Background: an optimization exercise with open tools, aiming at small area. Do not read the settings as production practice.
Function was checked by simulation only, so behaviour that the tests miss may differ from the original.
Power is estimated from default activity; no workload was simulated. The clock port is modelled as an ideal driver; clocking choices that lean on that would not hold on a real chip.

==> flow/run.sh <==
#!/bin/bash
# ORFS layout through the standard.sh with three changes:
#  - synthesis is the standard flow's own script (synth_recipe.tcl) with only the combinational
#    mapping changed: no adder cells are extracted (ADDER_MAP_FILE empty), and abc
#    runs flow/area.abc, an area-oriented mapping, in place of the flow's speed
#    script (flip-flop mapping, flattening and naming are unchanged);
#  - port buffers use the smallest buffer cell;
#  - clock tree synthesis uses clkbuf_16 sink clusters of up to 30 flip-flops within
#    120 um, without dummy loads.
set -euo pipefail
W=$(pwd)
cat > "$W/flow_synth.tcl" <<EOS
proc abc {args} {
  set i [lsearch -exact \$args -script]
  if {\$i >= 0} { set args [lreplace \$args [expr {\$i+1}] [expr {\$i+1}] $W/flow/area.abc] }
  yosys abc {*}\$args
}
source $W/synth_recipe.tcl
EOS
bash standard.sh finish \
  "SYNTH_SCRIPT=$W/flow_synth.tcl" \
  "ADDER_MAP_FILE=" \
  "BUFFER_PORTS_ARGS=-buffer_cell sky130_fd_sc_hd__buf_1" \
  "CTS_ARGS=-sink_clustering_enable -repair_clock_nets -dont_use_dummy_load -buf_list sky130_fd_sc_hd__clkbuf_16 -sink_clustering_size 30 -sink_clustering_max_diameter 120" \
  > make_finish.log 2>&1
==> flow/area.abc <==
&get -n
&st
&dch
&nf -R 1000 -p -C 32 -F 8
&put
==> standard.sh <==
#!/bin/bash
# synth_recipe.tcl (not shown) runs the flow's synth.tcl, then flattens the netlist and writes it again
# the make line also repeats each setting of config.mk as NAME=value (left out here)
make -C /OpenROAD-flow-scripts/flow DESIGN_CONFIG=/design/flow/config.mk WORK_HOME=/design/flow/orfs CLKGATE_MAP_FILE= SYNTH_SCRIPT=/design/flow/synth_recipe.tcl "${@:-finish}"
==> config.mk <==
export PLATFORM = sky130hd
export DESIGN_NAME = side_ch
export DESIGN_NICKNAME = side_ch
export VERILOG_FILES = /design/flow/design.v
export SDC_FILE = /design/flow/constraint.sdc
export NUM_CORES = 4
export LEC_CHECK = 0
export CAP_MARGIN = 20
export CORE_MARGIN = 2
export CORE_UTILIZATION = 70
export SLEW_MARGIN = 20
==> constraint.sdc <==
create_clock -name core_clock -period 6.0 [get_ports {clk}]
set_input_delay 1.2000 -clock core_clock [delete_from_list [all_inputs] [get_ports {clk}]]
set_output_delay 1.2000 -clock core_clock [all_outputs]
set_load 0.01 [all_outputs]
==> design.v <==
package side_ch_pkg;
	localparam int REG_DATA_W = 32;
	localparam int REG_ADDR_W = 4;
	localparam logic [REG_ADDR_W-1:0] REG_TRIG_SEL     = 4'd0;
	localparam logic [REG_ADDR_W-1:0] REG_RSSI_TH      = 4'd1;
	localparam logic [REG_ADDR_W-1:0] REG_CAP_LEN      = 4'd2;
	localparam logic [REG_ADDR_W-1:0] REG_EVENT_SEL    = 4'd3;
	localparam logic [REG_ADDR_W-1:0] REG_ADDR2_TARGET = 4'd4;
	localparam logic [REG_ADDR_W-1:0] REG_ARM          = 4'd5;
	localparam logic [REG_ADDR_W-1:0] REG_CNT_BASE     = 4'd8;
	localparam logic [REG_ADDR_W-1:0] REG_DROP_CNT     = 4'd14;
	localparam int NUM_EVENTS = 6;
	localparam int COUNTER_W  = 16;
	localparam int RSSI_W     = 11;
	localparam int ADDR2_W    = 48;
	localparam int IQ_W      = 16;
	localparam int CAP_LEN_W = 8;
	localparam int TRIG_W    = 2;
	localparam logic [TRIG_W-1:0] TRIG_FREE_RUN = 2'd0;
	localparam logic [TRIG_W-1:0] TRIG_RSSI     = 2'd1;
	localparam logic [TRIG_W-1:0] TRIG_FCS_OK   = 2'd2;
	localparam int CAP_STATE_W = 2;
	localparam logic [CAP_STATE_W-1:0] CAP_IDLE  = 2'd0;
	localparam logic [CAP_STATE_W-1:0] CAP_ARMED = 2'd1;
	localparam logic [CAP_STATE_W-1:0] CAP_RUN   = 2'd2;
	localparam int FIFO_DEPTH = 16;
	localparam int FIFO_AW    = 4;
	localparam int STREAM_W   = 64;
	typedef logic [2*IQ_W-1:0] iq_sample_t;
	typedef logic [NUM_EVENTS-1:0][COUNTER_W-1:0] counter_arr_t;
endpackage
`timescale 1ns/1ps
import side_ch_pkg::*;
module side_ch_reg_bank
(
	input  logic                     clk,
	input  logic                     arst_n,
	input  logic                     reg_wr,
	input  logic                     reg_rd,
	input  logic [REG_ADDR_W-1:0]    reg_addr,
	input  logic [REG_DATA_W-1:0]    reg_wdata,
	input  logic [NUM_EVENTS-1:0][COUNTER_W-1:0] counters,
	input  logic [REG_DATA_W-1:0]    drop_cnt,
	output logic [REG_DATA_W-1:0]    reg_rdata,
	output logic                     reg_rvalid,
	output logic [TRIG_W-1:0]        cfg_trig_sel,
	output logic signed [RSSI_W-1:0] cfg_rssi_th,
	output logic [CAP_LEN_W-1:0]     cfg_cap_len,
	output logic [NUM_EVENTS-1:0]    cfg_event_sel,
	output logic [REG_DATA_W-1:0]    cfg_addr2_target,
	output logic                     cfg_arm,
	output logic [NUM_EVENTS-1:0]    cfg_counter_clr
);
	logic                  wr_q;
	logic [REG_ADDR_W-1:0] addr_q;
	logic [REG_DATA_W-1:0] rd_next;
	assign cfg_arm = wr_q && (addr_q == REG_ARM);
	always_comb
	begin
		for (int i = 0; i < NUM_EVENTS; i++)
		begin
			cfg_counter_clr[i] = wr_q && (addr_q == REG_ADDR_W'(REG_CNT_BASE + i));
		end
	end
	always_ff @(posedge clk)
	begin
		addr_q <= reg_addr;
	end
	always_ff @(posedge clk or negedge arst_n)
	begin
		if (!arst_n)
		begin
			cfg_trig_sel     <= '0;
			cfg_rssi_th      <= '0;
			cfg_cap_len      <= '0;
			cfg_event_sel    <= '0;
			cfg_addr2_target <= '0;
			wr_q             <= 1'b0;
		end
		else
		begin
			wr_q <= reg_wr;
			if (reg_wr)
			begin
				case (reg_addr)
					REG_TRIG_SEL:     cfg_trig_sel     <= reg_wdata[TRIG_W-1:0];
					REG_RSSI_TH:      cfg_rssi_th      <= $signed(reg_wdata[RSSI_W-1:0]);
					REG_CAP_LEN:      cfg_cap_len      <= reg_wdata[CAP_LEN_W-1:0];
					REG_EVENT_SEL:    cfg_event_sel    <= reg_wdata[NUM_EVENTS-1:0];
					REG_ADDR2_TARGET: cfg_addr2_target <= reg_wdata;
					default:          ;
				endcase
			end
		end
	end
	logic [15:0] rd_sel;
	always_comb
	begin
		for (int a = 0; a < 16; a++)
			rd_sel[a] = (reg_addr == REG_ADDR_W'(a));
		rd_next = ({REG_DATA_W{rd_sel[REG_TRIG_SEL]}}     & REG_DATA_W'(cfg_trig_sel))
		        | ({REG_DATA_W{rd_sel[REG_RSSI_TH]}}      & {{(REG_DATA_W-RSSI_W){1'b0}}, cfg_rssi_th})
		        | ({REG_DATA_W{rd_sel[REG_CAP_LEN]}}      & REG_DATA_W'(cfg_cap_len))
		        | ({REG_DATA_W{rd_sel[REG_EVENT_SEL]}}    & REG_DATA_W'(cfg_event_sel))
		        | ({REG_DATA_W{rd_sel[REG_ADDR2_TARGET]}} & cfg_addr2_target)
		        | ({REG_DATA_W{rd_sel[REG_DROP_CNT]}}     & drop_cnt);
		for (int i = 0; i < NUM_EVENTS; i++)
			rd_next = rd_next | ({REG_DATA_W{rd_sel[REG_CNT_BASE + i]}} & REG_DATA_W'(counters[i]));
	end
	always_ff @(posedge clk)
	begin
		reg_rdata <= rd_next;
	end
	always_ff @(posedge clk or negedge arst_n)
	begin
		if (!arst_n)
			reg_rvalid <= 1'b0;
		else
			reg_rvalid <= reg_rd;
	end
endmodule
`timescale 1ns/1ps
import side_ch_pkg::*;
module side_ch_event_counters
(
	input  logic                     clk,
	input  logic                     arst_n,
	input  logic                     short_preamble_detected,
	input  logic                     long_preamble_detected,
	input  logic                     pkt_header_valid_strobe,
	input  logic                     pkt_header_valid,
	input  logic                     fcs_in_strobe,
	input  logic                     fcs_ok,
	input  logic                     phy_tx_start,
	input  logic                     phy_tx_done,
	input  logic                     tx_pkt_need_ack,
	input  logic                     pkt_for_me,
	input  logic [ADDR2_W-1:0]       addr2,
	input  logic                     rssi_above,
	output logic [NUM_EVENTS-1:0][COUNTER_W-1:0] counters,
	input  logic [NUM_EVENTS-1:0]    cfg_event_sel,
	input  logic [REG_DATA_W-1:0]    cfg_addr2_target,
	input  logic [NUM_EVENTS-1:0]    cfg_counter_clr
);
	logic                  fcs_good;
	logic                  addr2_match;
	logic                  rssi_above_d;
	logic                  rssi_cross;
	logic [NUM_EVENTS-1:0] ev;
	assign fcs_good    = fcs_in_strobe && fcs_ok;
	assign addr2_match = (addr2[REG_DATA_W-1:0] == cfg_addr2_target);
	assign rssi_cross  = rssi_above && !rssi_above_d;
	always_comb
	begin
		ev[0] = cfg_event_sel[0] ? long_preamble_detected : short_preamble_detected;
		ev[1] = pkt_header_valid_strobe &&
			(cfg_event_sel[1] ? !pkt_header_valid : pkt_header_valid);
		ev[2] = fcs_in_strobe && (cfg_event_sel[2] ? !fcs_ok : fcs_ok);
		ev[3] = cfg_event_sel[3] ? phy_tx_done : phy_tx_start;
		ev[4] = fcs_good && (cfg_event_sel[4] ? pkt_for_me : addr2_match);
		ev[5] = cfg_event_sel[5] ? (phy_tx_start && tx_pkt_need_ack) : rssi_cross;
	end
	always_ff @(posedge clk or negedge arst_n)
	begin
		if (!arst_n)
			rssi_above_d <= 1'b0;
		else
			rssi_above_d <= rssi_above;
	end
	logic [NUM_EVENTS-1:0][COUNTER_W-1:0] cnt_inc;
	for (genvar i = 0; i < NUM_EVENTS; i++)
	begin : g_inc
		logic [COUNTER_W:0]   carry;
		logic [COUNTER_W-1:0] cnt;
		assign cnt      = counters[i];
		assign carry[0] = ev[i];
		for (genvar b = 0; b < COUNTER_W; b++)
		begin : g_bit
			assign cnt_inc[i][b] = cnt[b] ^ carry[b];
			assign carry[b+1]    = cnt[b] & carry[b];
		end
	end
	always_ff @(posedge clk or negedge arst_n)
	begin
		if (!arst_n)
		begin
			counters <= '0;
		end
		else
		begin
			for (int i = 0; i < NUM_EVENTS; i++)
			begin
				if (cfg_counter_clr[i])
					counters[i] <= '0;
				else
					counters[i] <= cnt_inc[i];
			end
		end
	end
endmodule
`timescale 1ns/1ps
import side_ch_pkg::*;
module side_ch_iq_capture
(
	input  logic                     clk,
	input  logic                     arst_n,
	input  logic [2*IQ_W-1:0]        sample0_in,
	input  logic [2*IQ_W-1:0]        sample1_in,
	input  logic                     sample_in_strobe,
	input  logic                     rssi_above,
	input  logic                     fcs_in_strobe,
	input  logic                     fcs_ok,
	output logic [STREAM_W-1:0]      take_word,
	output logic                     take,
	output logic                     take_last,
	input  logic [TRIG_W-1:0]        cfg_trig_sel,
	input  logic [CAP_LEN_W-1:0]     cfg_cap_len,
	input  logic                     cfg_arm
);
	logic [CAP_STATE_W-1:0] state;
	logic [CAP_LEN_W-1:0]   remaining;
	logic                   fcs_seen;
	logic                   trig_hit;
	logic                   last_word;
	assign take_word = {sample1_in[IQ_W-1:0], sample1_in[2*IQ_W-1:IQ_W],
	                    sample0_in[IQ_W-1:0], sample0_in[2*IQ_W-1:IQ_W]};
	always_comb
	begin
		case (cfg_trig_sel)
			TRIG_RSSI:   trig_hit = rssi_above;
			TRIG_FCS_OK: trig_hit = fcs_seen;
			default:     trig_hit = 1'b1;
		endcase
	end
	assign take      = sample_in_strobe && ((state == CAP_RUN) || ((state == CAP_ARMED) && trig_hit));
	assign last_word = (remaining == CAP_LEN_W'(1));
	assign take_last = take && last_word;
	always_ff @(posedge clk or negedge arst_n)
	begin
		if (!arst_n)
		begin
			state <= CAP_IDLE;
		end
		else
		begin
			if (take)
				state <= last_word ? CAP_IDLE : CAP_RUN;
			else if ((state == CAP_IDLE) && cfg_arm && (cfg_cap_len != '0))
				state <= CAP_ARMED;
			else if (state == CAP_STATE_W'(3))
				state <= CAP_IDLE;
		end
	end
	always_ff @(posedge clk)
	begin
		begin
			case (state)
				CAP_IDLE:
				begin
					if (cfg_arm && (cfg_cap_len != '0))
					begin
						remaining <= cfg_cap_len;
						fcs_seen  <= 1'b0;
					end
				end
				CAP_ARMED:
				begin
					if (fcs_in_strobe && fcs_ok)
						fcs_seen <= 1'b1;
				end
				default:  ;
			endcase
			if (take)
				remaining <= remaining - CAP_LEN_W'(1);
		end
	end
endmodule
`timescale 1ns/1ps
import side_ch_pkg::*;
module side_ch_stream_fifo
(
	input  logic                  clk,
	input  logic                  arst_n,
	input  logic [STREAM_W-1:0]   take_word,
	input  logic                  take,
	input  logic                  take_last,
	input  logic                  m_axis_tready,
	output logic                  m_axis_tvalid,
	output logic [STREAM_W-1:0]   m_axis_tdata,
	output logic                  m_axis_tlast,
	output logic [REG_DATA_W-1:0] drop_cnt
);
	logic [STREAM_W:0]       mem [0:FIFO_DEPTH-1];
	logic [FIFO_AW:0]        count;
	logic                    full;
	logic                    offered;
	logic                    push;
	logic                    pop;
	logic                    full_nx;
	logic                    shift;
	logic [FIFO_AW-1:0]      head;
	logic [STREAM_W:0]       rd_word;
	assign full = count[FIFO_AW];
	assign push = offered && !full;
	assign pop  = m_axis_tvalid && m_axis_tready;
	assign full_nx = !pop && (full || (offered && (count == (FIFO_AW+1)'(FIFO_DEPTH-1))));
	assign shift   = take && !full_nx;
	assign head    = count[FIFO_AW-1:0] + (push ? FIFO_AW'(0) : FIFO_AW'(FIFO_DEPTH-1));
	logic                  drop_ev;
	logic [REG_DATA_W-1:0] drop_inc;
	assign drop_ev = offered && full;
	for (genvar k = 0; k < REG_DATA_W/8; k++)
	begin : g_drop_byte
		logic [8:0] c;
		if (k == 0)
			assign c[0] = drop_ev;
		else
			assign c[0] = drop_ev && (&drop_cnt[8*k-1:0]);
		for (genvar b = 0; b < 8; b++)
		begin : g_bit
			assign drop_inc[8*k+b] = drop_cnt[8*k+b] ^ c[b];
			assign c[b+1]          = drop_cnt[8*k+b] & c[b];
		end
	end
	always_ff @(posedge clk)
	begin
		if (shift)
		begin
			mem[0] <= {take_last, take_word};
			for (int i = 1; i < FIFO_DEPTH; i++)
				mem[i] <= mem[i-1];
		end
	end
	always_comb
	begin
		rd_word = '0;
		for (int i = 0; i < FIFO_DEPTH; i++)
		begin
			rd_word = rd_word | ({(STREAM_W+1){head == FIFO_AW'(i)}} & mem[i]);
		end
	end
	assign m_axis_tvalid = (count != '0);
	assign m_axis_tdata  = rd_word[STREAM_W-1:0];
	assign m_axis_tlast  = rd_word[STREAM_W];
	always_ff @(posedge clk or negedge arst_n)
	begin
		if (!arst_n)
		begin
			offered  <= 1'b0;
			count    <= '0;
			drop_cnt <= '0;
		end
		else
		begin
			offered <= take;
			count   <= count + (FIFO_AW+1)'(push) - (FIFO_AW+1)'(pop);
			drop_cnt <= drop_inc;
		end
	end
endmodule
`timescale 1ns/1ps
import side_ch_pkg::*;
module side_ch
(
	input  logic                     clk,
	input  logic                     arst_n,
	input  logic                     reg_wr,
	input  logic                     reg_rd,
	input  logic [REG_ADDR_W-1:0]    reg_addr,
	input  logic [REG_DATA_W-1:0]    reg_wdata,
	output logic [REG_DATA_W-1:0]    reg_rdata,
	output logic                     reg_rvalid,
	input  logic                     short_preamble_detected,
	input  logic                     long_preamble_detected,
	input  logic                     pkt_header_valid_strobe,
	input  logic                     pkt_header_valid,
	input  logic                     fcs_in_strobe,
	input  logic                     fcs_ok,
	input  logic                     phy_tx_start,
	input  logic                     phy_tx_done,
	input  logic                     tx_pkt_need_ack,
	input  logic                     pkt_for_me,
	input  logic [ADDR2_W-1:0]       addr2,
	input  logic signed [RSSI_W-1:0] rssi_half_db,
	input  logic [2*IQ_W-1:0]        sample0_in,
	input  logic [2*IQ_W-1:0]        sample1_in,
	input  logic                     sample_in_strobe,
	output logic                     m_axis_tvalid,
	output logic [STREAM_W-1:0]      m_axis_tdata,
	output logic                     m_axis_tlast,
	input  logic                     m_axis_tready
);
	logic [NUM_EVENTS-1:0][COUNTER_W-1:0] counters;
	logic [REG_DATA_W-1:0] drop_cnt;
	logic [STREAM_W-1:0]   take_word;
	logic                  take;
	logic                  take_last;
	logic                  rssi_above;
	logic [TRIG_W-1:0]        cfg_trig_sel;
	logic signed [RSSI_W-1:0] cfg_rssi_th;
	logic [CAP_LEN_W-1:0]     cfg_cap_len;
	logic [NUM_EVENTS-1:0]    cfg_event_sel;
	logic [REG_DATA_W-1:0]    cfg_addr2_target;
	logic                     cfg_arm;
	logic [NUM_EVENTS-1:0]    cfg_counter_clr;
	logic [RSSI_W:0]   gt_chain;
	logic [RSSI_W-1:0] ua;
	logic [RSSI_W-1:0] ub;
	assign ua = {~rssi_half_db[RSSI_W-1], rssi_half_db[RSSI_W-2:0]};
	assign ub = {~cfg_rssi_th[RSSI_W-1], cfg_rssi_th[RSSI_W-2:0]};
	assign gt_chain[0] = 1'b0;
	for (genvar b = 0; b < RSSI_W; b++)
	begin : g_gt
		assign gt_chain[b+1] = (ua[b] & ~ub[b]) | (ua[b] & gt_chain[b]) | (~ub[b] & gt_chain[b]);
	end
	assign rssi_above = gt_chain[RSSI_W];
	side_ch_reg_bank i_reg_bank (
		.clk        (clk),
		.arst_n     (arst_n),
		.reg_wr     (reg_wr),
		.reg_rd     (reg_rd),
		.reg_addr   (reg_addr),
		.reg_wdata  (reg_wdata),
		.counters   (counters),
		.drop_cnt   (drop_cnt),
		.reg_rdata  (reg_rdata),
		.reg_rvalid (reg_rvalid),
		.cfg_trig_sel     (cfg_trig_sel),
		.cfg_rssi_th      (cfg_rssi_th),
		.cfg_cap_len      (cfg_cap_len),
		.cfg_event_sel    (cfg_event_sel),
		.cfg_addr2_target (cfg_addr2_target),
		.cfg_arm          (cfg_arm),
		.cfg_counter_clr  (cfg_counter_clr)
	);
	side_ch_event_counters i_event_counters (
		.clk                     (clk),
		.arst_n                  (arst_n),
		.short_preamble_detected (short_preamble_detected),
		.long_preamble_detected  (long_preamble_detected),
		.pkt_header_valid_strobe (pkt_header_valid_strobe),
		.pkt_header_valid        (pkt_header_valid),
		.fcs_in_strobe           (fcs_in_strobe),
		.fcs_ok                  (fcs_ok),
		.phy_tx_start            (phy_tx_start),
		.phy_tx_done             (phy_tx_done),
		.tx_pkt_need_ack         (tx_pkt_need_ack),
		.pkt_for_me              (pkt_for_me),
		.addr2                   (addr2),
		.rssi_above              (rssi_above),
		.counters                (counters),
		.cfg_event_sel           (cfg_event_sel),
		.cfg_addr2_target        (cfg_addr2_target),
		.cfg_counter_clr         (cfg_counter_clr)
	);
	side_ch_iq_capture i_iq_capture (
		.clk              (clk),
		.arst_n           (arst_n),
		.sample0_in       (sample0_in),
		.sample1_in       (sample1_in),
		.sample_in_strobe (sample_in_strobe),
		.rssi_above       (rssi_above),
		.fcs_in_strobe    (fcs_in_strobe),
		.fcs_ok           (fcs_ok),
		.take_word        (take_word),
		.take             (take),
		.take_last        (take_last),
		.cfg_trig_sel     (cfg_trig_sel),
		.cfg_cap_len      (cfg_cap_len),
		.cfg_arm          (cfg_arm)
	);
	side_ch_stream_fifo i_stream_fifo (
		.clk           (clk),
		.arst_n        (arst_n),
		.take_word     (take_word),
		.take          (take),
		.take_last     (take_last),
		.m_axis_tready (m_axis_tready),
		.m_axis_tvalid (m_axis_tvalid),
		.m_axis_tdata  (m_axis_tdata),
		.m_axis_tlast  (m_axis_tlast),
		.drop_cnt      (drop_cnt)
	);
endmodule
==> summary.txt, run 1 <==
Hold path
  • Hold path start: i_stream_fifo.mem[8][47]$_DFFE_PP_
  • Worst hold path type: reg2reg

Place
  • Post-DP HPWL: 65300 microns
  • Placed Area: 0.0497 sq mm
  • PortBufs: 257
  • Pre-CTS setup slack: -1.42 ns
  • Placer Congestion: 0.857

Setup path
  • Worst r2r src: i_reg_bank.cfg_rssi_th[1]$_DFFE_PN0P_
  • Critical path fanouts, max: 4
  • Critical Path Start Type: input pin
  • Critical path arrival: 6.37 ns
  • CP Capture Type: flip-flop
  • Critical path class: in2reg
  • Worst Setup SP: rssi_half_db[0]
  • Worst Path Required: 6.48 ns

Logic synthesis
  • Yosys reg bits: 1283
  • Synth unique cells: 44
  • Ys async rst share: 0.154
  • Gate count of the mapped netlist: 2554
  • Syn. warnings: 5
  • Main synth FF type: edfxtp_1
  • Seq/Total Area, Yosys: 0.802
  • Average size of a mapped cell: 18.2 sq um
  • Post-Syn Area: 0.0464 sq mm
  • Post-synth EDFFs: 1049
  • Syn Nets: 2729

Clock network
  • CTS tree: done
  • Clock transition at path regs: 0.11 ns
  • Total CTS buffers: 48
  • Skew-Pair Late Insertion Delay: 0.64 ns
  • Clk sink count: 1283
  • CTS H-tree depth: 2
  • Root Driver: clkbuf_16
  • Maximum clock path buffer count: 3

Final layout
  • Share of layout cells above drive strength 1: 0.0690
  • Area delta synth->final: 10.3%
  • Leading cell type in the layout, fill and taps excluded: edfxtp_1
  • Most frequent cells in the layout: 1049 x edfxtp_1, 275 x a222oi_1, 256 x buf_1
  • Layout Nets: 3147
  • Post-layout util: 0.779
  • Design area: 0.0511 sq mm

Global route
  • All-Layer GR Usage: 0.308
  • Grt ovf: 0
  • Antenna violations before repair: 7
  • Pin count of the biggest net entering global routing: 85
  • First-pass GRT wire length: 158000 microns
  • Number of global-route vias before repair: 27130

STA
  • Final critical-path share of the clock period: 0.981
  • Slew @ Worst Pin: 1.10 ns
  • Final min period: 5.89 ns
  • Unrepaired setup endpoints after global routing: yes
  • Final WS setup: 0.113 ns
  • Slew HR: 0.267
  • Hold Violations, Final: 0
  • Final Max Slew Viols: 0
  • Layout Skew: 0.0371 ns
  • Sum Neg Setup Slack: 0 ns
  • Max frequency: 170 MHz
  • Setup-failing EPs final: 0

Power
  • Peak supply drop: 391 uV
  • PD cells: 472 mW/mm^2
  • Leak: 17.4 nW

Floorplanning
  • Row Count: 94
  • Die height: 261 microns
  • Die width: 261 microns
  • Core Box Area: 0.0656 sq mm
  • Ports: 274
  • Die Area: 0.0683 sq mm
  • Initial core utilization: 0.706

Detailed routing
  • Routed WL: 106000 microns
  • Iteration-0 DRC Markers: 4188
  • Via density: 7.03
  • DRC Markers: 0
  • Via count: 26970
  • Routed Antenna Nets: 0
  • Drt pass-1 iters: 10
  • Wire per inst: 27.5 microns

Run
  • Max-cap violations: 0

Run status
  • Outcome: no timing/DRC/antenna violations
timing repair:
item | in CTS | in global routing
hold endpoints to repair | 0 | 0
pin swaps | 7 | 14
setup buffers | 1 | 5
hold buffers | 0 | 0
endpoints found under the setup margin | 8 | 5
cloned | 0 | 1
gates resized for setup | 22 | 8
report_power, final:
group / total [mW] / switching (mW) / internal, mW
clock network: 3.87 / 2.42 / 1.45
logic: 7.41 / 4.87 / 2.53
registers: 12.9 / 1.02 / 11.9
cell usage after synthesis, drive strengths merged (9+ instances only):
| library cell | number | share of area |
|---|---|---|
| edfxtp | 1049 | 0.68 |
| a222oi | 275 | 0.059 |
| dfrtp | 198 | 0.11 |
| nand2 | 108 | 0.0087 |
| nor2 | 105 | 0.0085 |
| a22oi | 95 | 0.015 |
| nor3 | 76 | 0.0082 |
| nand3 | 60 | 0.0065 |
| a21oi | 58 | 0.0063 |
| and4 | 54 | 0.010 |
| xor2 | 51 | 0.0096 |
| xnor2 | 50 | 0.0094 |
| and3 | 49 | 0.0066 |
| mux2 | 48 | 0.012 |
| nand4 | 37 | 0.0050 |
| dfxtp | 36 | 0.016 |
| a22o | 35 | 0.0066 |
| a221oi | 29 | 0.0055 |
| and2 | 26 | 0.0035 |
| nor2b | 18 | 0.0024 |
| clkinv | 16 | 0.0013 |
| nor4 | 14 | 0.0019 |
| maj3 | 12 | 0.0026 |
| o21ai | 10 | 0.0011 |
| nand2b | 9 | 0.0012 |
area by class of cell:
type / instances / area, sq um
diodes: 2 / 5.00
clock buffers: 48 / 1200
fillers: 3582 / 14500
inverters: 16 / 60.1
multi-input cells: 1256 / 9370
flip-flops and latches: 1283 / 37200
well taps: 864 / 1080
repair buffers: 367 / 2240
registers in the layout, summed over array words and instances (netlist names), 2 cells and up:
register / flops
i_event_counters.counters: 96
i_iq_capture.remaining: 8
i_iq_capture.state: 2
i_reg_bank.addr_q: 4
i_reg_bank.cfg_addr2_target: 32
i_reg_bank.cfg_cap_len: 8
i_reg_bank.cfg_event_sel: 6
i_reg_bank.cfg_rssi_th: 11
i_reg_bank.cfg_trig_sel: 2
i_reg_bank.reg_rdata: 32
i_stream_fifo.count: 5
i_stream_fifo.drop_cnt: 32
i_stream_fifo.mem: 1040
logic make-up (layout without fill, tap and decap cells):
group	after synthesis	after routing	synth area share
DFF	1283	1283	0.802
and+or+nand+nor	568	569	0.0649
AOI/OAI and AO/OA	524	524	0.0982
xor gates and xnor gates	101	101	0.0191
muxes	50	50	0.0121
buffers and inverters	16	431	0.00130
adders and majority gates	12	12	0.00259
other	0	2	0
worst paths after layout:
| check | end | slack (ns) | depth (start not counted) |
|---|---|---|---|
| worst max-delay path | i_event_counters.counters[95]$_DFF_PN0_ | 0.11 | 24 |
| worst min-delay path | i_stream_fifo.mem[9][47]$_DFFE_PP_ | 0.43 | 0 |
| worst max register to register | i_event_counters.counters[95]$_DFF_PN0_ | 0.42 | 23 |
| worst min register to register | i_stream_fifo.mem[9][47]$_DFFE_PP_ | 0.43 | 0 |
| max in group asynchronous | i_stream_fifo.drop_cnt[8]$_DFF_PN0_ | 4.06 | 2 |
| min in group asynchronous | i_reg_bank.cfg_addr2_target[31]$_DFFE_PN0P_ | 0.70 | 1 |
routing by layer:
| metal | wire length [microns] | part of all wire | global-route usage |
|---|---|---|---|
| met3 | 10200 | 0.097 | 0.0505 |
| met1 | 38600 | 0.37 | 0.419 |
| met2 | 53300 | 0.51 | 0.518 |
| met4 | 3280 | 0.031 | 0.101 |
| met5 | 75 | 0.00071 | 0 |
critical path, cell delays in order:
cell	delay [ns]
buf_1	0.07
nor2b_4	0.12
maj3_2	0.30
maj3_2	0.30
maj3_2	0.32
maj3_2	0.31
maj3_2	0.33
maj3_2	0.31
maj3_2	0.31
maj3_2	0.31
maj3_2	0.31
maj3_2	0.33
a32oi_2	0.18
nor2b_1	0.08
and3_1	0.17
and3_4	0.20
and2_4	0.16
and3_4	0.16
and3_4	0.18
and2_4	0.15
and3_4	0.17
and2_4	0.18
a21oi_4	0.17
nor3_4	0.05
through the flow:
step,hold WS [ns],std cells,total power [mW]
final,0.433,3836,24.2
after global routing,0.449,3835,25.1
after CTS,0.441,3826,24.2
after detailed placement,0.432,3777,20.4
after global placement,0.428,3777,20.1
after floorplan,0.425,2554,17.5
==> inputs of run 2 (changes only) <==
--- a/design.v
+++ b/design.v
@@ -177,7 +177,10 @@
 		for (genvar b = 0; b < COUNTER_W; b++)
 		begin : g_bit
 			assign cnt_inc[i][b] = cnt[b] ^ carry[b];
-			assign carry[b+1]    = cnt[b] & carry[b];
+			if (b == COUNTER_W/2 - 1)
+				assign carry[b+1] = ev[i] & (&cnt[b:0]);
+			else
+				assign carry[b+1] = cnt[b] & carry[b];
 		end
 	end
 	always_ff @(posedge clk or negedge arst_n)
@@ -403,17 +406,7 @@
 	logic [REG_DATA_W-1:0]    cfg_addr2_target;
 	logic                     cfg_arm;
 	logic [NUM_EVENTS-1:0]    cfg_counter_clr;
-	logic [RSSI_W:0]   gt_chain;
-	logic [RSSI_W-1:0] ua;
-	logic [RSSI_W-1:0] ub;
-	assign ua = {~rssi_half_db[RSSI_W-1], rssi_half_db[RSSI_W-2:0]};
-	assign ub = {~cfg_rssi_th[RSSI_W-1], cfg_rssi_th[RSSI_W-2:0]};
-	assign gt_chain[0] = 1'b0;
-	for (genvar b = 0; b < RSSI_W; b++)
-	begin : g_gt
-		assign gt_chain[b+1] = (ua[b] & ~ub[b]) | (ua[b] & gt_chain[b]) | (~ub[b] & gt_chain[b]);
-	end
-	assign rssi_above = gt_chain[RSSI_W];
+	assign rssi_above = (rssi_half_db > cfg_rssi_th);
 	side_ch_reg_bank i_reg_bank (
 		.clk        (clk),
 		.arst_n     (arst_n),
==> run 2 against run 1 <==
Effect of this change: global-route usage down 1.5 points; count of clock-buffer cells in the layout unchanged; first-iteration DRC count down 2.4%; worst setup slack better by 0.28 ns; cell count down 0.60%; maximum frequency up 5.0%; critical endpoint is now m_axis_tdata[10].
==> summary.txt, run 2 <==
Clock network
  • Skew-Pair Late Insertion Delay: 0.63 ns (about the same)
  • Maximum clock path buffer count: 3 (unchanged)
  • CTS H-tree depth: 2 (unchanged)
  • Clk sink count: 1283 (unchanged)
  • Root Driver: clkbuf_16
  • Hold-fix buffers, CTS: 0 (unchanged)
  • Clock transition at path regs: 0.11 ns (about the same)
  • Total CTS buffers: 48 (unchanged)
  • CTS tree: done

Final layout
  • FILL cells: 3679 (+2.7%)
  • Leading cell type in the layout, fill and taps excluded: edfxtp_1
  • Area delta synth->final: 8.97%
  • Most frequent cells in the layout: 1049 x edfxtp_1, 260 x a222oi_1, 256 x buf_1
  • Footprint of the multi-input gates: 0.00953 sq mm (+1.7%)
  • Layout Nets: 3122 (-0.79%)
  • Number of flip-flops in the largest register: 1040 (unchanged)
  • Register area: 0.0372 sq mm (unchanged)
  • Share of layout cells above drive strength 1: 0.0445 (-0.0245)
  • Regs by FF count: i_stream_fifo.mem (1040), i_event_counters.counters (96)
  • Largest register by flop count: i_stream_fifo.mem

Place
  • Post-DP HPWL: 60300 microns (-7.7%)
  • Placer Congestion: 0.857 (unchanged)
  • PortBufs: 257 (unchanged)

Setup path
  • Critical path arrival: 4.41 ns (-1.96 ns)
  • Critical path class: reg2out
  • Slowest-stage cell, CP: xnor2_2
  • CP Capture Type: primary output
  • CP peak stage delay: 0.57 ns (+0.24 ns)
  • Worst Path Buf+Inv: 2 (+1)
  • Critical Path Start Type: flip-flop
  • CP top delay family: simple AND/OR/NAND/NOR gates
  • Worst Path Required: 4.80 ns (-1.68 ns)
  • Critical path fanouts, max: 54 (+50)
  • Crit path cell chain: nor2b_1 > or3_1 > xnor2_2 > nand2_2 > nor2_4 > buf_12 > a22oi_1 > and3_1 > nand4_1 > buf_1

Power
  • Combinational fraction of design power: 0.308 (about the same)
  • PnR Total Power: 24.1 mW (-0.24%)
  • Clock power frac: 0.161 (about the same)
  • Sw Share: 0.344 (about the same)
  • Leak: 17.0 nW (-2.4%)
  • PD cells: 475 mW/mm^2 (+0.60%)
  • Internal power: 15.8 mW (-0.23%)
  • Peak supply drop: 408 uV (+4.3%)
  • Sequential share of power: 0.532 (about the same)
  • Psw: 8.29 mW (-0.26%)

Hold path
  • Worst hold path type: reg2reg

Detailed routing
  • Drt pass-1 iters: 9 (-1)
  • Via count: 26816 (-0.57%)
  • Wire per inst: 26.5 microns (-3.7%)
  • Iteration-0 DRC Markers: 4087 (-2.4%)
  • Routed Antenna Nets: 0 (unchanged)
  • Routed WL: 101000 microns (-4.3%)
  • Via density: 7.03 (about the same)
  • DRC Markers: 0 (unchanged)

STA
  • Fin Hold WS: 0.425 ns (-0.00784 ns)
  • Sum Neg Setup Slack: 0 ns (unchanged)
  • Slew @ Worst Pin: 1.15 ns (+0.0502 ns)
  • Layout Skew: 0.0420 ns (+0.00493 ns)
  • Hold Violations, Final: 0 (unchanged)
  • Final min period: 5.61 ns (-0.278 ns)
  • Max frequency: 178 MHz (+5.0%)
  • Final Max Slew Viols: 0 (unchanged)
  • Unrepaired setup endpoints after global routing: no
  • Slew HR: 0.236 (-0.0308)
  • Setup-failing EPs final: 0 (unchanged)
  • Final critical-path share of the clock period: 0.935 (-0.0464)

Floorplanning
  • Row Count: 94 (unchanged)
  • Die width: 262 microns (+0.19%)
  • Die Area: 0.0686 sq mm (+0.37%)
  • Ports: 274 (unchanged)
  • Initial core utilization: 0.708 (+0.00138)
  • Die height: 262 microns (+0.19%)
  • Core Box Area: 0.0657 sq mm (+0.18%)

Global route
  • Antenna violations before repair: 3 (-4)
  • First-pass GRT wire length: 153000 microns (-3.2%)
  • All-Layer GR Usage: 0.292 (-0.0154)
  • Grt ovf: 0 (unchanged)
  • Number of global-route vias before repair: 26579 (-2.0%)
  • Pin count of the biggest net entering global routing: 216 (+150%)

Logic synthesis
  • Post-synth top area share: 0.677 (-0.00254)
  • Gate count of the mapped netlist: 2585 (+1.2%)
  • Synth unique cells: 50 (+14%)
  • Post-synth top cells: 1049 x edfxtp_1, 260 x a222oi_1, 198 x dfrtp_1
  • Area leader, netlist: edfxtp_1
  • Post-synth EDFFs: 1049 (unchanged)
  • Post-Syn Area: 0.0465 sq mm (+0.38%)
  • Main synth FF type: edfxtp_1
  • Top cells by area, synth: edfxtp_1 68%, dfrtp_1 11%, a222oi_1 5.6%, dfxtp_1 1.5%, mux2_1 1.4%
  • Seq/Total Area, Yosys: 0.799 (-0.00300)
  • Average size of a mapped cell: 18.0 sq um (-0.83%)
  • Ys async rst share: 0.154 (unchanged)
  • Syn Nets: 2760 (+1.1%)
  • Yosys reg bits: 1283 (unchanged)
  • Syn. warnings: 5 (unchanged)
  • Most common cell in the netlist: edfxtp_1

Run status
  • Outcome: no timing/DRC/antenna violations

Run
  • Max-cap violations: 0 (unchanged)
[run 2: cell count changes after synthesis, moves of 10 or more]
cell,previous run,this run
nand2_1,108,143
xnor2_1,50,34
a22oi_1,95,73
nand4b_1,3,13
nor2_1,105,88
a211oi_1,0,10
maj3_1,12,2
a22o_1,35,54
a221oi_1,29,44
nand4_1,37,52
a222oi_1,275,260
nor2b_1,18,29
and4_1,54,38
[run 2: final timing paths]
| kind | startpoint | endpoint | slack (ns) | cells past startpoint |
|---|---|---|---|---|
| setup / recovery | i_stream_fifo.offered$_DFF_PN0_ | m_axis_tdata[10] | 0.39 | 10 |
| hold / removal | i_stream_fifo.mem[12][64]$_DFFE_PP_ | i_stream_fifo.mem[13][64]$_DFFE_PP_ | 0.43 | 0 |
| setup reg to reg | i_stream_fifo.drop_cnt[0]$_DFF_PN0_ | i_stream_fifo.drop_cnt[30]$_DFF_PN0_ | 0.99 | 19 |
| hold reg to reg | i_stream_fifo.mem[12][64]$_DFFE_PP_ | i_stream_fifo.mem[13][64]$_DFFE_PP_ | 0.43 | 0 |
| max in group asynchronous | arst_n | i_reg_bank.cfg_trig_sel[0]$_DFFE_PN0P_ | 4.13 | 2 |
| min in group asynchronous | arst_n | i_stream_fifo.drop_cnt[29]$_DFF_PN0_ | 0.53 | 1 |
[run 2: metrics by stage]
| step | utilization | worst slack (ns) | instance area, sq um | instances |
|---|---|---|---|---|
| finish | 0.771 | 0.391 | 50700 | 3813 |
| global route | 0.771 | 0.148 | 50700 | 3810 |
| CTS | 0.770 | 0.194 | 50700 | 3807 |
| detailed placement | 0.752 | 0.459 | 49400 | 3759 |
| global placement | 0.752 | 0.579 | 49400 | 3759 |
| floorplan | - | -13.72 | 46600 | 2585 |
[run 2: kinds of logic after synthesis]
family	count (synthesis)	share of synthesized area
AOI/OAI and AO/OA	543	0.101
xor gates and xnor gates	85	0.0160
adders and majority gates	2	0.000430
buffers and inverters	12	0.000968
DFF	1283	0.799
muxes	61	0.0147
and+or+nand+nor	599	0.0681
[run 2: power by group through the flow]
| stage | logic, mW | clock network (mW) | registers [mW] |
|---|---|---|---|
| finish | 7.42 | 3.87 | 12.8 |
| global route | 7.95 | 4.22 | 13.0 |
| CTS | 7.40 | 3.94 | 12.8 |
| detailed placement | 7.36 | 0 | 13.0 |
| global placement | 7.19 | 0 | 12.8 |
| floorplan | 4.14 | 0 | 13.5 |
[run 2: routing by layer]
| layer | GRT usage | routed length, microns |
|---|---|---|
| met1 | 0.417 | 38500 |
| met4 | 0.0849 | 2820 |
| met5 | 0 | 27 |
| met3 | 0.0438 | 9290 |
| met2 | 0.480 | 50500 |
[run 2: final cells by class]
type | count | share of cell area
multi-input combinational | 1291 | 0.188
inverter | 12 | 0.000888
timing repair buffer | 311 | 0.0329
sequential | 1283 | 0.733
antenna | 4 | 0.000197
tap | 864 | 0.0213
clock buffer | 48 | 0.0237
[run 2: timing repair]
| item | 4_1_cts | 5_1_grt |
|---|---|---|
| gates cloned | 0 | 1 |
| buffers inserted | 0 | 0 |
| pin swaps | 1 | 1 |
| gates resized for setup | 1 | 1 |
| hold endpoints to repair | 0 | 0 |
| setup endpoints to repair | 53 | 10 |
==> inputs of run 3 (changes only) <==
--- a/config.mk
+++ b/config.mk
@@ -7,5 +7,5 @@
 export LEC_CHECK = 0
 export CAP_MARGIN = 20
 export CORE_MARGIN = 2
-export CORE_UTILIZATION = 70
+export CORE_UTILIZATION = 76
 export SLEW_MARGIN = 20
==> run 3 against run 2 <==
Effect of this change: still clean; via count up 2.8%; combinational power up 2%; total power up 0.81%; design area about the same; clock power about the same; synthesized area unchanged; flip-flop and latch count unchanged; largest cell class unchanged; highest routed layer is now met4.
==> summary.txt, run 3 <==
Logic synthesis
  • Top cells by area, synth: edfxtp_1 68%, dfrtp_1 11%, a222oi_1 5.6%, dfxtp_1 1.5%, mux2_1 1.4%
  • Average size of a mapped cell: 18.0 sq um (unchanged)
  • Area leader, netlist: edfxtp_1
  • Main synth FF type: edfxtp_1
  • Ys async rst share: 0.154 (unchanged)
  • Yosys reg bits: 1283 (unchanged)
  • Synth unique cells: 50 (unchanged)
  • Post-synth top cells: 1049 x edfxtp_1, 260 x a222oi_1, 198 x dfrtp_1
  • Gate count of the mapped netlist: 2585 (unchanged)
  • Syn. warnings: 5 (unchanged)
  • Post-synth EDFFs: 1049 (unchanged)
  • Post-Syn Area: 0.0465 sq mm (unchanged)
  • Post-synth top area share: 0.677 (unchanged)
  • Seq/Total Area, Yosys: 0.799 (unchanged)
  • Syn Nets: 2760 (unchanged)
  • Most common cell in the netlist: edfxtp_1

Run
  • Max-cap violations: 0 (unchanged)

STA
  • Slew HR: 0.189 (-0.0469)
  • Sum Neg Setup Slack: 0 ns (unchanged)
  • Final critical-path share of the clock period: 0.976 (+0.0413)
  • Slew @ Worst Pin: 1.22 ns (+0.0703 ns)
  • Layout Skew: 0.0568 ns (+0.0147 ns)
  • Setup-failing EPs final: 0 (unchanged)
  • Final min period: 5.86 ns (+0.248 ns)
  • Hold Violations, Final: 0 (unchanged)
  • Max frequency: 171 MHz (-4.2%)
  • Unrepaired setup endpoints after global routing: no
  • Final Max Slew Viols: 0 (unchanged)

Setup path
  • FF-to-FF setup slack: 0.89 ns (-0.10 ns)
  • Crit path cell chain: nor2b_1 > or3_1 > xnor2_2 > nand2b_1 > nor2_4 > buf_4 > a22o_1 > a221oi_1 > and4_1 > nand3_1 > buf_1
  • Worst Path Required: 4.80 ns (about the same)
  • CP Capture Type: primary output
  • Worst Path Buf+Inv: 2 (unchanged)
  • Critical path arrival: 4.66 ns (+0.25 ns)
  • CP top delay family: simple AND/OR/NAND/NOR gates
  • Critical Path Start Type: flip-flop
  • Slowest-stage cell, CP: nor2_4
  • Critical path fanouts, max: 24 (-56%)
  • Critical path class: reg2out
  • CP peak stage delay: 0.91 ns (+0.34 ns)

Floorplanning
  • Ports: 274 (unchanged)
  • Die Area: 0.0632 sq mm (-7.8%)
  • Core Box Area: 0.0605 sq mm (-8.0%)
  • Die height: 251 microns (-4.0%)
  • Die width: 251 microns (-4.0%)
  • Initial core utilization: 0.770 (+0.0617)
  • Row Count: 90 (-4.3%)

Clock network
  • Root Driver: clkbuf_16
  • CTS H-tree depth: 2 (unchanged)
  • Setup bufs post-CTS: 0 (unchanged)
  • Clk sink count: 1283 (unchanged)
  • Maximum clock path buffer count: 3 (unchanged)
  • CTS tree: done
  • Clock transition at path regs: 0.12 ns (about the same)
  • Hold-fix buffers, CTS: 0 (unchanged)
  • Total CTS buffers: 48 (unchanged)
  • Skew-Pair Late Insertion Delay: 0.65 ns (+0.02 ns)

Global route
  • Met1 usage: 0.450 (+0.0326)
  • First-pass GRT wire length: 160000 microns (+4.2%)
  • Antenna violations before repair: 3 (unchanged)
  • Pin count of the biggest net entering global routing: 177 (-18%)
  • All-Layer GR Usage: 0.332 (+0.0398)
  • Number of global-route vias before repair: 27766 (+4.5%)
  • GRT busiest layer: met2
  • Grt ovf: 0 (unchanged)
  • GRT met2 Usage: 0.568 (+0.0874)
  • M3 GR Usage: 0.0520 (+0.00821)

Final layout
  • Most frequent cells in the layout: 1049 x edfxtp_1, 260 x a222oi_1, 256 x buf_1
  • Post-route insts no fill: 3748 (-1.7%)
  • Share of layout cells above drive strength 1: 0.0483 (+0.00384)
  • Area delta synth->final: 8.98% (about the same)
  • Layout Nets: 3136 (+0.45%)
  • Number of flip-flops in the largest register: 1040 (unchanged)
  • Regs by FF count: i_stream_fifo.mem (1040), i_event_counters.counters (96)
  • Largest register by flop count: i_stream_fifo.mem
  • Leading cell type in the layout, fill and taps excluded: edfxtp_1

Place
  • PortBufs: 257 (unchanged)
  • Placed Cells: 3693 (-1.8%)
  • Placer Congestion: 0.855 (-0.26%)
  • Post-DP HPWL: 62300 microns (+3.3%)

Detailed routing
  • DRC Markers: 0 (unchanged)
  • Routed Antenna Nets: 0 (unchanged)
  • Wire per inst: 28.1 microns (+6.1%)
  • Via count: 27567 (+2.8%)
  • Routed WL: 105000 microns (+4.3%)
  • Drt pass-1 iters: 10 (+1)
  • Iteration-0 DRC Markers: 4377 (+7.1%)
  • Via density: 7.36 (+4.6%)

Hold path
  • Worst hold path type: reg2reg

Power
  • PD cells: 479 mW/mm^2 (+0.80%)
  • Leak: 17.0 nW (+0.43%)
  • Peak supply drop: 504 uV (+24%)

Run status
  • Outcome: no timing/DRC/antenna violations
-- run 3: what timing repair did --
action	4_1_cts	5_1_grt
gates resized for setup	1	0
hold endpoints to repair	0	0
setup endpoints to repair	4	0
-- run 3: through the flow --
stage          worst slack (ns)  area [sq um]   util  hold WS (ns)  power (mW)
3_3_place_gp              0.708         49500  0.818         0.427        20.0
3_5_place_dp              0.562         49500  0.818         0.431        20.4
5_1_grt                  0.0216         50700  0.838         0.440        25.2
2_1_floorplan            -13.72         46600      -         0.425        17.6
6_report                  0.143         50700  0.839         0.427        24.3
4_1_cts                   0.198         50700  0.838         0.414        24.2
-- run 3: area by class of cell --
cell class,instances,area [sq um]
Antenna cell,7,17.5
Clock buffer,48,1200
Fill cell,2830,9760
Inverter,12,45.0
Multi-Input combinational cell,1290,9510
Sequential cell,1283,37200
Tap cell,782,978
Timing Repair Buffer,326,1790
-- run 3: final timing paths --
kind	start	to	cells past startpoint
worst min-delay path	i_stream_fifo.mem[2][14]$_DFFE_PP_	i_stream_fifo.mem[3][14]$_DFFE_PP_	0
worst max register to register	i_stream_fifo.count[4]$_DFF_PN0_	i_stream_fifo.drop_cnt[30]$_DFF_PN0_	19
worst min register to register	i_stream_fifo.mem[2][14]$_DFFE_PP_	i_stream_fifo.mem[3][14]$_DFFE_PP_	0
min in group asynchronous	arst_n	i_reg_bank.cfg_addr2_target[24]$_DFFE_PN0P_	1
max in group asynchronous	arst_n	i_iq_capture.state[1]$_DFFE_PN0P_	2
worst max-delay path	i_stream_fifo.count[4]$_DFF_PN0_	m_axis_tdata[18]	11
-- run 3: cell families (layout without fill, tap and decap cells) --
group                      after synthesis  in the layout  synth area share
adders and majority gates                2              2          0.000430
xor gates and xnor gates                85             85            0.0160
DFF                                   1283           1283             0.799
and+or+nand+nor                        599            599            0.0681
muxes                                   61             61            0.0147
other                                    0              7                 0
buffers and inverters                   12            386          0.000968
AOI/OAI and AO/OA                      543            543             0.101
-- run 3: layer usage --
layer | vias up | wire, microns
met2 | 1709 | 53300
met5 | - | 0
met1 | 13933 | 37300
li1 | 11705 | -
met4 | 0 | 3270
met3 | 220 | 11500
-- run 3: power by group --
group,internal (mW),leakage [nW],switching [mW]
logic,2.55,3.55,5.00
registers,11.8,12.9,1.01
clock network,1.45,0.592,2.45
total,15.8,17.0,8.46
==> inputs of run 4 (changes only) <==
--- a/flow/run.sh
+++ b/flow/run.sh
@@ -5,7 +5,7 @@
 #    runs flow/area.abc, an area-oriented mapping, in place of the flow's speed
 #    script (flip-flop mapping, flattening and naming are unchanged);
 #  - port buffers use the smallest buffer cell;
-#  - clock tree synthesis uses clkbuf_16 sink clusters of up to 30 flip-flops within
+#  - clock tree synthesis uses clkbuf_16 sink clusters of up to 33 flip-flops within
 #    120 um, without dummy loads.
 set -euo pipefail
 W=$(pwd)
@@ -21,5 +21,5 @@
   "SYNTH_SCRIPT=$W/flow_synth.tcl" \
   "ADDER_MAP_FILE=" \
   "BUFFER_PORTS_ARGS=-buffer_cell sky130_fd_sc_hd__buf_1" \
-  "CTS_ARGS=-sink_clustering_enable -repair_clock_nets -dont_use_dummy_load -buf_list sky130_fd_sc_hd__clkbuf_16 -sink_clustering_size 30 -sink_clustering_max_diameter 120" \
+  "CTS_ARGS=-sink_clustering_enable -repair_clock_nets -dont_use_dummy_load -buf_list sky130_fd_sc_hd__clkbuf_16 -sink_clustering_size 33 -sink_clustering_max_diameter 120" \
   > make_finish.log 2>&1
--- a/config.mk
+++ b/config.mk
@@ -7,5 +7,5 @@
 export LEC_CHECK = 0
 export CAP_MARGIN = 20
 export CORE_MARGIN = 2
-export CORE_UTILIZATION = 76
+export CORE_UTILIZATION = 70
 export SLEW_MARGIN = 20
==> run 4 against run 3 <==
Effect of this change: critical path depth down 1; first-iteration DRC count down 6.2%; clock power down 4%.
==> summary.txt, run 4 <==
Global route
  • Pin count of the biggest net entering global routing: 216 (+22%)
  • First-pass GRT wire length: 153000 microns (-4.1%)
  • Antenna violations before repair: 3 (unchanged)
  • All-Layer GR Usage: 0.293 (-0.0395)
  • Grt ovf: 0 (unchanged)
  • Number of global-route vias before repair: 26522 (-4.5%)

Hold path
  • Worst hold path type: reg2reg
  • Hold path start: i_stream_fifo.mem[12][64]$_DFFE_PP_

Setup path
  • Worst Setup SP: i_stream_fifo.offered$_DFF_PN0_
  • Critical Path Start Type: flip-flop
  • Worst Path Buf+Inv: 2 (unchanged)
  • CP top delay family: simple AND/OR/NAND/NOR gates
  • Critical path fanouts, max: 26 (+8.3%)
  • Critical path class: reg2out
  • Slowest-stage cell, CP: nor2_4
  • CP Capture Type: primary output
  • CP peak stage delay: 0.68 ns (-0.23 ns)
  • Worst Path Required: 4.80 ns (about the same)
  • Worst r2r src: i_stream_fifo.drop_cnt[0]$_DFF_PN0_
  • Critical path arrival: 4.39 ns (-0.27 ns)
  • Crit path cell chain: nor2b_1 > or3_1 > xnor2_2 > nand2b_1 > nor2_4 > buf_12 > a222oi_1 > and4_1 > nand3_1 > buf_1

Logic synthesis
  • Area leader, netlist: edfxtp_1
  • Syn Nets: 2760 (unchanged)
  • Seq/Total Area, Yosys: 0.799 (unchanged)
  • Gate count of the mapped netlist: 2585 (unchanged)
  • Main synth FF type: edfxtp_1
  • Top cells by area, synth: edfxtp_1 68%, dfrtp_1 11%, a222oi_1 5.6%, dfxtp_1 1.5%, mux2_1 1.4%
  • Post-synth top area share: 0.677 (unchanged)
  • Yosys reg bits: 1283 (unchanged)
  • Post-synth EDFFs: 1049 (unchanged)
  • Post-synth top cells: 1049 x edfxtp_1, 260 x a222oi_1, 198 x dfrtp_1
  • Syn. warnings: 5 (unchanged)
  • Average size of a mapped cell: 18.0 sq um (unchanged)
  • Ys async rst share: 0.154 (unchanged)
  • Post-Syn Area: 0.0465 sq mm (unchanged)
  • Synth unique cells: 50 (unchanged)
  • Most common cell in the netlist: edfxtp_1

STA
  • Final critical-path share of the clock period: 0.932 (-0.0439)
  • Unrepaired setup endpoints after global routing: no
  • Layout Skew: 0.0511 ns (-0.00569 ns)
  • Final min period: 5.59 ns (-0.263 ns)
  • Hold Violations, Final: 0 (unchanged)
  • Slew HR: 0.173 (-0.0162)
  • Final Max Slew Viols: 0 (unchanged)
  • Sum Neg Setup Slack: 0 ns (unchanged)
  • Max frequency: 179 MHz (+4.7%)
  • Setup-failing EPs final: 0 (unchanged)
  • Slew @ Worst Pin: 1.24 ns (+0.0243 ns)

Final layout
  • Regs by FF count: i_stream_fifo.mem (1040), i_event_counters.counters (96)
  • FILL cells: 3688 (+30%)
  • Number of flip-flops in the largest register: 1040 (unchanged)
  • Area delta synth->final: 8.70%
  • Leading cell type in the layout, fill and taps excluded: edfxtp_1
  • Design area: 0.0506 sq mm (-0.26%)
  • Largest register by flop count: i_stream_fifo.mem
  • Most frequent cells in the layout: 1049 x edfxtp_1, 260 x a222oi_1, 256 x buf_1
  • Layout Nets: 3117 (-0.61%)
  • Share of layout cells above drive strength 1: 0.0429 (-0.00547)

Floorplanning
  • Initial core utilization: 0.708 (-0.0617)
  • Die Area: 0.0686 sq mm (+8.4%)
  • Core Box Area: 0.0657 sq mm (+8.7%)
  • Die height: 262 microns (+4.1%)
  • Ports: 274 (unchanged)
  • Die width: 262 microns (+4.1%)
  • Row Count: 94 (+4.4%)

Place
  • Placed Area: 0.0494 sq mm (about the same)
  • Post-DP HPWL: 60300 microns (-3.2%)
  • Placer Congestion: 0.857 (+0.26%)
  • PortBufs: 257 (unchanged)

Clock network
  • CTS tree: done
  • Total CTS buffers: 44 (-8.3%)
  • Clk sink count: 1283 (unchanged)
  • CTS H-tree depth: 2 (unchanged)
  • Skew-Pair Late Insertion Delay: 0.65 ns (about the same)
  • Maximum clock path buffer count: 3 (unchanged)
  • Root Driver: clkbuf_16
  • Hold-fix buffers, CTS: 0 (unchanged)
  • Clock transition at path regs: 0.12 ns (about the same)

Detailed routing
  • Via density: 7.05 (-4.1%)
  • Routed Antenna Nets: 0 (unchanged)
  • DRC Markers: 0 (unchanged)
  • Routed WL: 101000 microns (-4.4%)
  • Wire per inst: 26.5 microns (-5.9%)
  • Iteration-0 DRC Markers: 4106 (-6.2%)
  • Via count: 26846 (-2.6%)
  • Drt pass-1 iters: 9 (-1)

Power
  • Leak: 16.9 nW (-0.79%)
  • PD cells: 473 mW/mm^2 (-1.1%)
  • Peak supply drop: 387 uV (-23%)

Run status
  • Outcome: no timing/DRC/antenna violations

Run
  • Max-cap violations: 0 (unchanged)
[run 4: cell counts after synthesis]
Identical to the previous run, type by type.
[run 4: final cells by class]
| class | count | area, sq um | area share |
|---|---|---|---|
| multi-input combinational | 1291 | 9530 | 0.188 |
| antenna | 4 | 10.0 | 0.000198 |
| tap | 864 | 1080 | 0.0214 |
| clock buffer | 44 | 1100 | 0.0218 |
| timing repair buffer | 310 | 1640 | 0.0325 |
| sequential | 1283 | 37200 | 0.735 |
| inverter | 12 | 45.0 | 0.000890 |
[run 4: per-stage QoR]
step	util	total power, mW	hold slack (ns)	worst slack (ns)	cells
floorplan	-	17.6	0.425	-13.72	2585
global placement	0.752	20.0	0.429	0.579	3759
detailed placement	0.752	20.3	0.432	0.459	3759
CTS	0.769	24.0	0.443	0.213	3804
global route	0.769	25.0	0.456	0.159	3805
finish	0.769	24.0	0.438	0.407	3808
[run 4: logic make-up after synthesis]
kind of cell / count (synthesis) / synth area share
adder cells (fa/ha/maj): 2 / 0.000430
multiplexers: 61 / 0.0147
flip-flops: 1283 / 0.799
AND/OR/NAND/NOR: 599 / 0.0681
buffers and inverters: 12 / 0.000968
AO/OA/AOI/OAI: 543 / 0.101
XOR/XNOR: 85 / 0.0160
[run 4: power by group]
group	total [mW]	switching, mW	internal (mW)
registers	12.8	0.969	11.8
logic	7.41	4.89	2.52
clock network	3.73	2.40	1.34
[run 4: repair_timing]
| action | in CTS | in global routing |
|---|---|---|
| buffers inserted | 0 | 0 |
| cloned | 1 | 0 |
| pin swaps | 1 | 0 |
| resized for setup | 1 | 1 |
| endpoints found under the setup margin | 51 | 4 |
[run 4: path summary, 6_finish.rpt]
check                                                       end  slack, ns  cells past startpoint
max in group asynchronous             i_reg_bank.wr_q$_DFF_PN0_       4.15                      2
min in group asynchronous  i_stream_fifo.drop_cnt[31]$_DFF_PN0_       0.53                      1
max                                            m_axis_tdata[44]       0.41                     10
min                         i_stream_fifo.mem[13][64]$_DFFE_PP_       0.44                      0
min reg2reg                 i_stream_fifo.mem[13][64]$_DFFE_PP_       0.44                      0
max reg2reg                i_stream_fifo.drop_cnt[30]$_DFF_PN0_       1.00                     19
[run 4: metal layers]
layer,part of all wire,routed length (microns),vias up,track usage
li1,-,-,11663,-
met1,0.38,38100,13658,0.414
met2,0.50,50600,1364,0.484
met3,0.095,9550,157,0.0515
met4,0.024,2460,4,0.0739
met5,0.00027,27,-,0
==> inputs of run 5 (changes only) <==
--- a/flow/run.sh
+++ b/flow/run.sh
@@ -5,7 +5,7 @@
 #    runs flow/area.abc, an area-oriented mapping, in place of the flow's speed
 #    script (flip-flop mapping, flattening and naming are unchanged);
 #  - port buffers use the smallest buffer cell;
-#  - clock tree synthesis uses clkbuf_16 sink clusters of up to 33 flip-flops within
+#  - clock tree synthesis uses clkbuf_16 sink clusters of up to 32 flip-flops within
 #    120 um, without dummy loads.
 set -euo pipefail
 W=$(pwd)
@@ -21,5 +21,5 @@
   "SYNTH_SCRIPT=$W/flow_synth.tcl" \
   "ADDER_MAP_FILE=" \
   "BUFFER_PORTS_ARGS=-buffer_cell sky130_fd_sc_hd__buf_1" \
-  "CTS_ARGS=-sink_clustering_enable -repair_clock_nets -dont_use_dummy_load -buf_list sky130_fd_sc_hd__clkbuf_16 -sink_clustering_size 33 -sink_clustering_max_diameter 120" \
+  "CTS_ARGS=-sink_clustering_enable -repair_clock_nets -dont_use_dummy_load -buf_list sky130_fd_sc_hd__clkbuf_16 -sink_clustering_size 32 -sink_clustering_max_diameter 120" \
   > make_finish.log 2>&1
==> run 5 against run 4 <==
Effect of this change: still clean; flip-flop and latch count is the same; via count shrank 0.23%; global-route usage shrank 0.12 points; clock power grew 2%; count of clock-buffer cells in the layout grew 2; total power grew 0.21%; first-iteration DRC count shrank 0.51%; synthesized area is the same; design area is essentially flat; clock skew grew 0.025 ns; maximum frequency grew 0.16%; combinational power is essentially flat; critical endpoint is now m_axis_tdata[10]; largest cell class unchanged.
==> summary.txt, run 5 <==
Global route
  • Pin count of the biggest net entering global routing: 216 (unchanged)
  • Antenna violations before repair: 3 (unchanged)
  • First-pass GRT wire length: 153000 microns (-0.32%)
  • Grt ovf: 0 (unchanged)
  • Number of global-route vias before repair: 26505 (-0.064%)
  • All-Layer GR Usage: 0.292 (-0.00115)

Clock network
  • CTS tree: done
  • Maximum clock path buffer count: 3 (unchanged)
  • Root Driver: clkbuf_16
  • Skew-Pair Late Insertion Delay: 0.62 ns (-0.03 ns)
  • Setup bufs post-CTS: 0 (unchanged)
  • CTS H-tree depth: 2 (unchanged)
  • Total CTS buffers: 46 (+4.5%)
  • Clock transition at path regs: 0.12 ns (about the same)
  • Clk sink count: 1283 (unchanged)

Setup path
  • Slowest-stage cell, CP: xnor2_2
  • Worst Setup SP: i_stream_fifo.offered$_DFF_PN0_
  • R2R cell count: 19 (unchanged)
  • Critical path arrival: 4.38 ns (about the same)
  • CP top delay family: simple AND/OR/NAND/NOR gates
  • Crit path cell chain: nor2b_1 > or3_1 > xnor2_2 > nand2_2 > nor2_4 > buf_12 > a22oi_1 > and3_1 > nand4_1 > buf_1
  • Critical path class: reg2out
  • Critical path fanouts, max: 54 (+110%)
  • Worst r2r src: i_stream_fifo.drop_cnt[0]$_DFF_PN0_
  • CP Capture Type: primary output
  • CP peak stage delay: 0.57 ns (-0.11 ns)
  • Worst Path Required: 4.80 ns (about the same)
  • Crit path depth: 10 (unchanged)
  • FF-to-FF setup slack: 1.00 ns (about the same)
  • CP endpoint: m_axis_tdata[10]
  • Worst Path Buf+Inv: 2 (unchanged)
  • Critical Path Start Type: flip-flop
  • RR Endpoint: i_stream_fifo.drop_cnt[30]$_DFF_PN0_

Final layout
  • Most frequent cells in the layout: 1049 x edfxtp_1, 260 x a222oi_1, 256 x buf_1
  • Leading cell type in the layout, fill and taps excluded: edfxtp_1
  • Regs by FF count: i_stream_fifo.mem (1040), i_event_counters.counters (96)
  • Share of layout cells above drive strength 1: 0.0435 (+0.000651)
  • Design area: 0.0506 sq mm (about the same)
  • Largest register by flop count: i_stream_fifo.mem
  • Number of flip-flops in the largest register: 1040 (unchanged)
  • Area delta synth->final: 8.80% (about the same)
  • Layout Nets: 3119 (+0.064%)

Logic synthesis
  • Ys async rst share: 0.154 (unchanged)
  • Syn. warnings: 5 (unchanged)
  • Post-Syn Area: 0.0465 sq mm (unchanged)
  • Gate count of the mapped netlist: 2585 (unchanged)
  • Post-synth EDFFs: 1049 (unchanged)
  • Post-synth top cells: 1049 x edfxtp_1, 260 x a222oi_1, 198 x dfrtp_1
  • Area leader, netlist: edfxtp_1
  • Most common cell in the netlist: edfxtp_1
  • Main synth FF type: edfxtp_1
  • Average size of a mapped cell: 18.0 sq um (unchanged)
  • Syn Nets: 2760 (unchanged)
  • Synth unique cells: 50 (unchanged)
  • Yosys reg bits: 1283 (unchanged)
  • Post-synth top area share: 0.677 (unchanged)
  • Seq/Total Area, Yosys: 0.799 (unchanged)
  • Top cells by area, synth: edfxtp_1 68%, dfrtp_1 11%, a222oi_1 5.6%, dfxtp_1 1.5%, mux2_1 1.4%

Place
  • Post-DP HPWL: 60300 microns (unchanged)
  • Placer Congestion: 0.857 (unchanged)
  • Placed Area: 0.0494 sq mm (unchanged)
  • PortBufs: 257 (unchanged)

Floorplanning
  • Die height: 262 microns (unchanged)
  • Initial core utilization: 0.708 (unchanged)
  • Core Box Area: 0.0657 sq mm (unchanged)
  • Ports: 274 (unchanged)
  • Die width: 262 microns (unchanged)
  • Die Area: 0.0686 sq mm (unchanged)
  • Row Count: 94 (unchanged)

Power
  • Sequential share of power: 0.534 (about the same)
  • Internal power: 15.8 mW (+0.35%)
  • Clock power frac: 0.158 (+0.002)
  • Psw: 8.25 mW (about the same)
  • Leak: 16.9 nW (+0.15%)
  • Combinational fraction of design power: 0.308 (about the same)
  • PD cells: 474 mW/mm^2 (+0.12%)
  • Peak supply drop: 411 uV (+6.0%)
  • Sw Share: 0.344 (-0.000923)

Detailed routing
  • Wire per inst: 26.4 microns (about the same)
  • Drt pass-1 iters: 8 (-1)
  • Via density: 7.03 (-0.26%)
  • DRC Markers: 0 (unchanged)
  • Iteration-0 DRC Markers: 4085 (-0.51%)
  • Routed Antenna Nets: 0 (unchanged)
  • Routed WL: 101000 microns (about the same)
  • Via count: 26784 (-0.23%)

Hold path
  • Worst hold path type: reg2reg
  • Hold depth: 0 (unchanged)

STA
  • Setup-failing EPs final: 0 (unchanged)
  • Final min period: 5.58 ns (-0.00887 ns)
  • Final Max Slew Viols: 0 (unchanged)
  • Layout Skew: 0.0756 ns (+0.0246 ns)
  • Final critical-path share of the clock period: 0.931 (-0.00148)
  • Unrepaired setup endpoints after global routing: no
  • Slew @ Worst Pin: 1.25 ns (+0.0113 ns)
  • Hold Violations, Final: 0 (unchanged)
  • Max frequency: 179 MHz (+0.16%)
  • Slew HR: 0.165 (-0.00750)
  • Sum Neg Setup Slack: 0 ns (unchanged)

Run status
  • Outcome: no timing/DRC/antenna violations

Run
  • Max-cap violations: 0 (unchanged)
run 5: how the worst min path moves through the flow:
stage / slack, ns / to / start
2_1_floorplan: 0.43 / i_stream_fifo.mem[12][11]$_DFFE_PP_ / i_stream_fifo.mem[11][11]$_DFFE_PP_
3_3_place_gp: 0.43 / i_stream_fifo.mem[13][19]$_DFFE_PP_ / i_stream_fifo.mem[12][19]$_DFFE_PP_
3_5_place_dp: 0.43 / i_stream_fifo.mem[13][14]$_DFFE_PP_ / i_stream_fifo.mem[12][14]$_DFFE_PP_
4_1_cts: 0.45 / i_stream_fifo.mem[13][64]$_DFFE_PP_ / i_stream_fifo.mem[12][64]$_DFFE_PP_
5_1_grt: 0.46 / i_stream_fifo.mem[1][19]$_DFFE_PP_ / i_stream_fifo.mem[0][19]$_DFFE_PP_
6_report: 0.44 / i_stream_fifo.mem[13][64]$_DFFE_PP_ / i_stream_fifo.mem[12][64]$_DFFE_PP_
run 5: metrics by stage:
step	worst slack (ns)	hold WS (ns)	instances	util	total power, mW
floorplan	-13.72	0.425	2585	-	17.6
global placement	0.579	0.429	3759	0.752	20.0
detailed placement	0.459	0.432	3759	0.752	20.3
CTS	0.202	0.452	3806	0.770	24.1
global route	0.181	0.456	3806	0.770	25.0
finish	0.415	0.440	3809	0.770	24.0
run 5: power by group through the flow:
stage	Combinational (mW)	Clock [mW]	Sequential [mW]
4_1_cts	7.43	3.84	12.8
5_1_grt	7.94	4.11	13.0
2_1_floorplan	4.14	0	13.5
3_3_place_gp	7.19	0	12.8
3_5_place_dp	7.36	0	13.0
6_report	7.40	3.79	12.8
run 5: layout make-up:
cell class	count	area, sq um
repair buffers	310	1640
multi-input cells	1291	9530
diodes	3	7.51
fillers	3678	15100
clock buffers	46	1150
well taps	864	1080
inverters	12	45.0
flip-flops and latches	1283	37200
run 5: cells by family (layout without fill, tap and decap cells):
kind of cell	Yosys count	after routing	share of synthesized area
and+or+nand+nor	599	600	0.0681
DFF	1283	1283	0.799
other	0	3	0
buffers and inverters	12	368	0.000968
muxes	61	61	0.0147
xor gates and xnor gates	85	85	0.0160
AOI/OAI and AO/OA	543	543	0.101
adders and majority gates	2	2	0.000430
run 5: what timing repair did:
action | 4_1_cts | 5_1_grt
hold buffers | 0 | 0
resized for setup | 1 | 1
gates cloned | 1 | 0
endpoints found under the setup margin | 56 | 3
pin swaps | 1 | 0
run 5: layer usage:
metal  track usage  share of wire  vias up
met5             0        0.00043        -
met4        0.0810          0.026        6
met3        0.0447          0.092      164
met2         0.483           0.50     1319
met1         0.413           0.38    13627
li1              -              -    11668

==> port drivers added, routing unchanged <==
No port has a modelled driver above. Below, the same layouts with a new extraction and two added sets of constraints. Step 1, drivers: a clkbuf_16 drives clk and a buf_2 each remaining input, both assumed. Step 2, shift: input delay + t, output delay - t, t = (earliest + latest rising clock arrival at the registers) / 2. This alone moves slack from input paths to output paths. Three values: ideal, step 1, step 2; two values: the first two.
run | shift t [ns] | setup slack, ns | hold slack, ns | clock arrival spread, ns | worst data-port slew with drivers (ns)
run 1 | 0.691 | 0.113 / 0.161 / -0.530 | 0.433 / 0.433 / 0.433 | 0.039 / 0.040 | 0.10
run 2 | 0.679 | 0.391 / 0.325 / 0.426 | 0.425 / 0.425 / 0.425 | 0.042 / 0.042 | 0.13
run 3 | 0.690 | 0.143 / 0.080 / 0.561 | 0.427 / 0.427 / 0.427 | 0.058 / 0.058 | 0.13
run 4 | 0.692 | 0.407 / 0.341 / 0.472 | 0.438 / 0.438 / 0.438 | 0.051 / 0.051 | 0.13
run 5 | 0.649 | 0.415 / 0.352 / 0.477 | 0.440 / 0.440 / 0.440 | 0.088 / 0.089 | 0.11
With both steps, setup timing fails in run 1, where it was met with ideal ports. The setup slack of run 1, which loses most, moves by +0.048 ns with the drivers and by -0.643 ns with both steps.
